Source: an optimization exercise on an open RTL-to-GDS flow (aim: small area). Production flows keep margins and buffers that such runs may drop. In this exercise RTL edits were held to simulation tests only and were not proved equivalent to the original.

==> module moveNetwork, before the edit <==
module moveNetwork (
    input  logic                              Clk,
    input  logic [game2048Pkg::BoardBits-1:0] boardIn,
    input  logic                              flip,
    input  logic [1:0]                        keyDir,
    input  logic                              moving,
    input  logic [1:0]                        dir,
    output logic [game2048Pkg::BoardBits-1:0] boardOut
);
    localparam int T = 4;
    localparam int N = 4;
    localparam int H = N / 2;
    localparam int LB = game2048Pkg::LineBits;
    logic [1:0] turn;
    logic [H*LB-1:0] linesIn;
    logic [H*LB-1:0] linesOut;
    logic [H*LB-1:0] held;
    assign turn = (moving ? dir : keyDir) ^ {flip, 1'b0};
    logic [game2048Pkg::BoardBits-1:0] quarter;
    always_comb begin
        for (int r = 0; r < N; r++) begin
            for (int c = 0; c < N; c++) begin
                quarter[(r*N+c)*T +: T] = turn[0] ? boardIn[(c*N+N-1-r)*T +: T] : boardIn[(r*N+c)*T +: T];
            end
        end
    end
    logic [3:0] pick;
    always_comb begin
        for (int i = 0; i < 4; i++) begin
            pick[i] = ({moving, turn[1]} == 2'(i));
        end
    end
    always_comb begin
        for (int j = 0; j < H; j++) begin
            for (int k = 0; k < N; k++) begin
                linesIn[(j*N+k)*T +: T] =
                      ({T{pick[0]}} & quarter[(j*N+k)*T +: T])
                    | ({T{pick[1]}} & quarter[((N-1-j)*N+N-1-k)*T +: T])
                    | ({T{pick[2]}} & quarter[((j+H)*N+k)*T +: T])
                    | ({T{pick[3]}} & quarter[((N-1-j-H)*N+N-1-k)*T +: T]);
            end
        end
    end
    for (genvar j = 0; j < H; j++) begin : gSlide
        lineSlider lineSlider_i (
            .lineIn (linesIn[j*LB +: LB]),
            .lineOut(linesOut[j*LB +: LB])
        );
    end
    always_ff @(posedge Clk) begin
        held <= linesOut;
    end
    assign boardOut = {linesOut, held};
endmodule
==> flow/config.mk <==
export PLATFORM = sky130hd
export DESIGN_NAME = game2048Top
export DESIGN_NICKNAME = game2048Top
export VERILOG_FILES = /design/flow/design.v
export SDC_FILE = /design/flow/constraint.sdc
export NUM_CORES = 4
export LEC_CHECK = 0
export ABC_AREA = 1
export CAP_MARGIN = 5
export CORE_MARGIN = 2
export CORE_UTILIZATION = 40
export GPL_TIMING_DRIVEN = 0
export SLEW_MARGIN = 5
==> flow/constraint.sdc <==
create_clock -name core_clock -period 40.0 [get_ports {Clk}]
set_input_delay 8.0000 -clock core_clock [delete_from_list [all_inputs] [get_ports {Clk}]]
set_output_delay 8.0000 -clock core_clock [all_outputs]
set_load 0.01 [all_outputs]
standard.sh (not shown) runs the stock make flow with config.mk's settings and CLKGATE_MAP_FILE= SYNTH_SCRIPT=/design/flow/synth_recipe.tcl, a recipe that flattens the netlist after the stock synthesis.
==> flow/flow/run.sh <==
#!/bin/bash
# Layout flow: the standard layout (standard.sh) with these changes:
#  - synthesis: the technology mapping step (Yosys's abc call in ORFS's synth.tcl) runs an
#    area-only ABC script instead of ORFS's delay-driven one, adders are left to that step
#    (no ADDER_MAP_FILE), and no buffers are put between output ports that carry the same net
#    (SYNTH_INSBUF=0); every other synthesis step, registers included, is unchanged. The
#    synthesis is tried with each of flow/area1.abc, area2.abc and area3.abc (some ABC
#    versions stop on the don't-care step of the first two), and the layout uses the script
#    that gave the smallest netlist;
#  - port buffers are sky130_fd_sc_hd__buf_1 (every input and output port still gets one);
#  - clock tree synthesis builds its tree of sky130_fd_sc_hd__clkbuf_8 and inserts no dummy loads.
# Each tool's output goes to logs in this folder: try<N>.log for the trial syntheses,
# flow_make.log for the layout, and ORFS's own per-step logs under orfs/logs.
set -euo pipefail
W=$(pwd)

# ORFS's synth.tcl with the one abc call changed to use the script in AREA_ABC_SCRIPT
sed 's|log_cmd abc {\*}$abc_args|log_cmd abc -script $::env(AREA_ABC_SCRIPT) {*}[lrange $abc_args 2 end]|' \
    "$FLOW_HOME/scripts/synth.tcl" > "$W/area_synth.tcl"
grep -q "AREA_ABC_SCRIPT" "$W/area_synth.tcl"

# The standard flow's synthesis script, sourcing that copy
sed 's|source $::env(SCRIPTS_DIR)/synth.tcl|source '"$W"'/area_synth.tcl|' \
    "$W/synth_recipe.tcl" > "$W/area_synth_recipe.tcl"
grep -q "area_synth.tcl" "$W/area_synth_recipe.tcl"

# standard.sh with that synthesis script
sed 's|SYNTH_SCRIPT=[^ ]*|SYNTH_SCRIPT='"$W"'/area_synth_recipe.tcl|' \
    "$W/standard.sh" > "$W/area_standard.sh"
grep -q "area_synth_recipe.tcl" "$W/area_standard.sh"

export ADDER_MAP_FILE=
export SYNTH_INSBUF=0
export BUFFER_PORTS_ARGS="-buffer_cell sky130_fd_sc_hd__buf_1"
export CTS_ARGS="-sink_clustering_enable -repair_clock_nets -dont_use_dummy_load -root_buf sky130_fd_sc_hd__clkbuf_8 -buf_list sky130_fd_sc_hd__clkbuf_8"

# trial syntheses, each in a folder of its own
best=""
bestArea=""
for i in 1 2 3; do
    sed 's|WORK_HOME=[^ ]*|WORK_HOME='"$W"'/try'"$i"'/orfs|' "$W/area_standard.sh" > "$W/try$i.sh"
    if AREA_ABC_SCRIPT="$W/flow/area$i.abc" bash "$W/try$i.sh" synth > "$W/try$i.log" 2>&1; then
        area=$(grep "Chip area for module" "$W/try$i/orfs/reports/"*/game2048Top/base/synth_stat.txt | awk '{print $NF}')
        echo "area$i.abc: $area" >> "$W/try.log"
        if [[ -n "$area" ]] && { [[ -z "$best" ]] || awk "BEGIN { exit !($area < $bestArea) }"; }; then
            best=$i
            bestArea=$area
        fi
    else
        echo "area$i.abc: failed" >> "$W/try.log"
    fi
done
[[ -n "$best" ]]
echo "using area$best.abc" >> "$W/try.log"

AREA_ABC_SCRIPT="$W/flow/area$best.abc" bash "$W/area_standard.sh" "$@" > "$W/flow_make.log" 2>&1
Other scripts of this flow, unchanged in this note and not shown: flow/flow/area1.abc, flow/flow/area2.abc, flow/flow/area3.abc
Rerun with:
--- a/flow/design.v
+++ b/flow/design.v
@@ -75,28 +75,24 @@
     logic [H*LB-1:0] linesOut;
     logic [H*LB-1:0] held;
     assign turn = (moving ? dir : keyDir) ^ {flip, 1'b0};
-    logic [game2048Pkg::BoardBits-1:0] quarter;
+    logic [7:0] pick;
     always_comb begin
-        for (int r = 0; r < N; r++) begin
-            for (int c = 0; c < N; c++) begin
-                quarter[(r*N+c)*T +: T] = turn[0] ? boardIn[(c*N+N-1-r)*T +: T] : boardIn[(r*N+c)*T +: T];
-            end
-        end
-    end
-    logic [3:0] pick;
-    always_comb begin
-        for (int i = 0; i < 4; i++) begin
-            pick[i] = ({moving, turn[1]} == 2'(i));
+        for (int i = 0; i < 8; i++) begin
+            pick[i] = ({moving, turn} == 3'(i));
         end
     end
     always_comb begin
         for (int j = 0; j < H; j++) begin
             for (int k = 0; k < N; k++) begin
                 linesIn[(j*N+k)*T +: T] =
-                      ({T{pick[0]}} & quarter[(j*N+k)*T +: T])
-                    | ({T{pick[1]}} & quarter[((N-1-j)*N+N-1-k)*T +: T])
-                    | ({T{pick[2]}} & quarter[((j+H)*N+k)*T +: T])
-                    | ({T{pick[3]}} & quarter[((N-1-j-H)*N+N-1-k)*T +: T]);
+                      ({T{pick[0]}} & boardIn[(j*N+k)*T +: T])
+                    | ({T{pick[1]}} & boardIn[(k*N+N-1-j)*T +: T])
+                    | ({T{pick[2]}} & boardIn[((N-1-j)*N+N-1-k)*T +: T])
+                    | ({T{pick[3]}} & boardIn[((N-1-k)*N+j)*T +: T])
+                    | ({T{pick[4]}} & boardIn[((j+H)*N+k)*T +: T])
+                    | ({T{pick[5]}} & boardIn[(k*N+N-1-j-H)*T +: T])
+                    | ({T{pick[6]}} & boardIn[((N-1-j-H)*N+N-1-k)*T +: T])
+                    | ({T{pick[7]}} & boardIn[((N-1-k)*N+j+H)*T +: T]);
             end
         end
     end
Synthesized area goes up by 3.0%.
Core utilization drops by 0.70 points.
Hold slack gets better by 19 ps.
Design area rose by 2.2%.
Fmax goes down by 0.36%.
Flip-flop and latch count does not change.
Clock skew shrinks by 7.6 ps.
Die area increases by 2.9%.
Sequential share of layout area shrinks by 0.53 points.
Non-clock buffer count shrinks by 2.
Count of clock-buffer cells in the layout stays the same.
First-iteration DRC count came out lower by 18%.

## what the ideal ports hide
The results above use ideal ports. As a check the final layouts listed here were re-extracted and re-timed, cells and wires unchanged. Step 1 assumes that a clkbuf_16 drives the clock port and a buf_2 every other input. Step 2 also shifts input and output timing later by t, the mid clock arrival at the registers, as if the neighbouring blocks saw the same clock. a / b / c = ideal ports / drivers / drivers and shift; a / b = the first two.
| run | t (ns) | setup slack, ns | worst setup path at the end | clock arrival spread, ns | cell pins on the clock port's net |
|---|---|---|---|---|---|
| the first run | 0.411 | 19.637 / 19.612 / 19.612 | input to output | 0.031 / 0.031 | 1 |
| the second run | 0.438 | 19.563 / 19.581 / 19.143 | input to register | 0.023 / 0.024 | 1 |
After both steps every run listed still meets setup and hold. For the second run, which loses most, drivers alone change the setup slack by +0.018 ns; drivers and shift together by -0.420 ns.
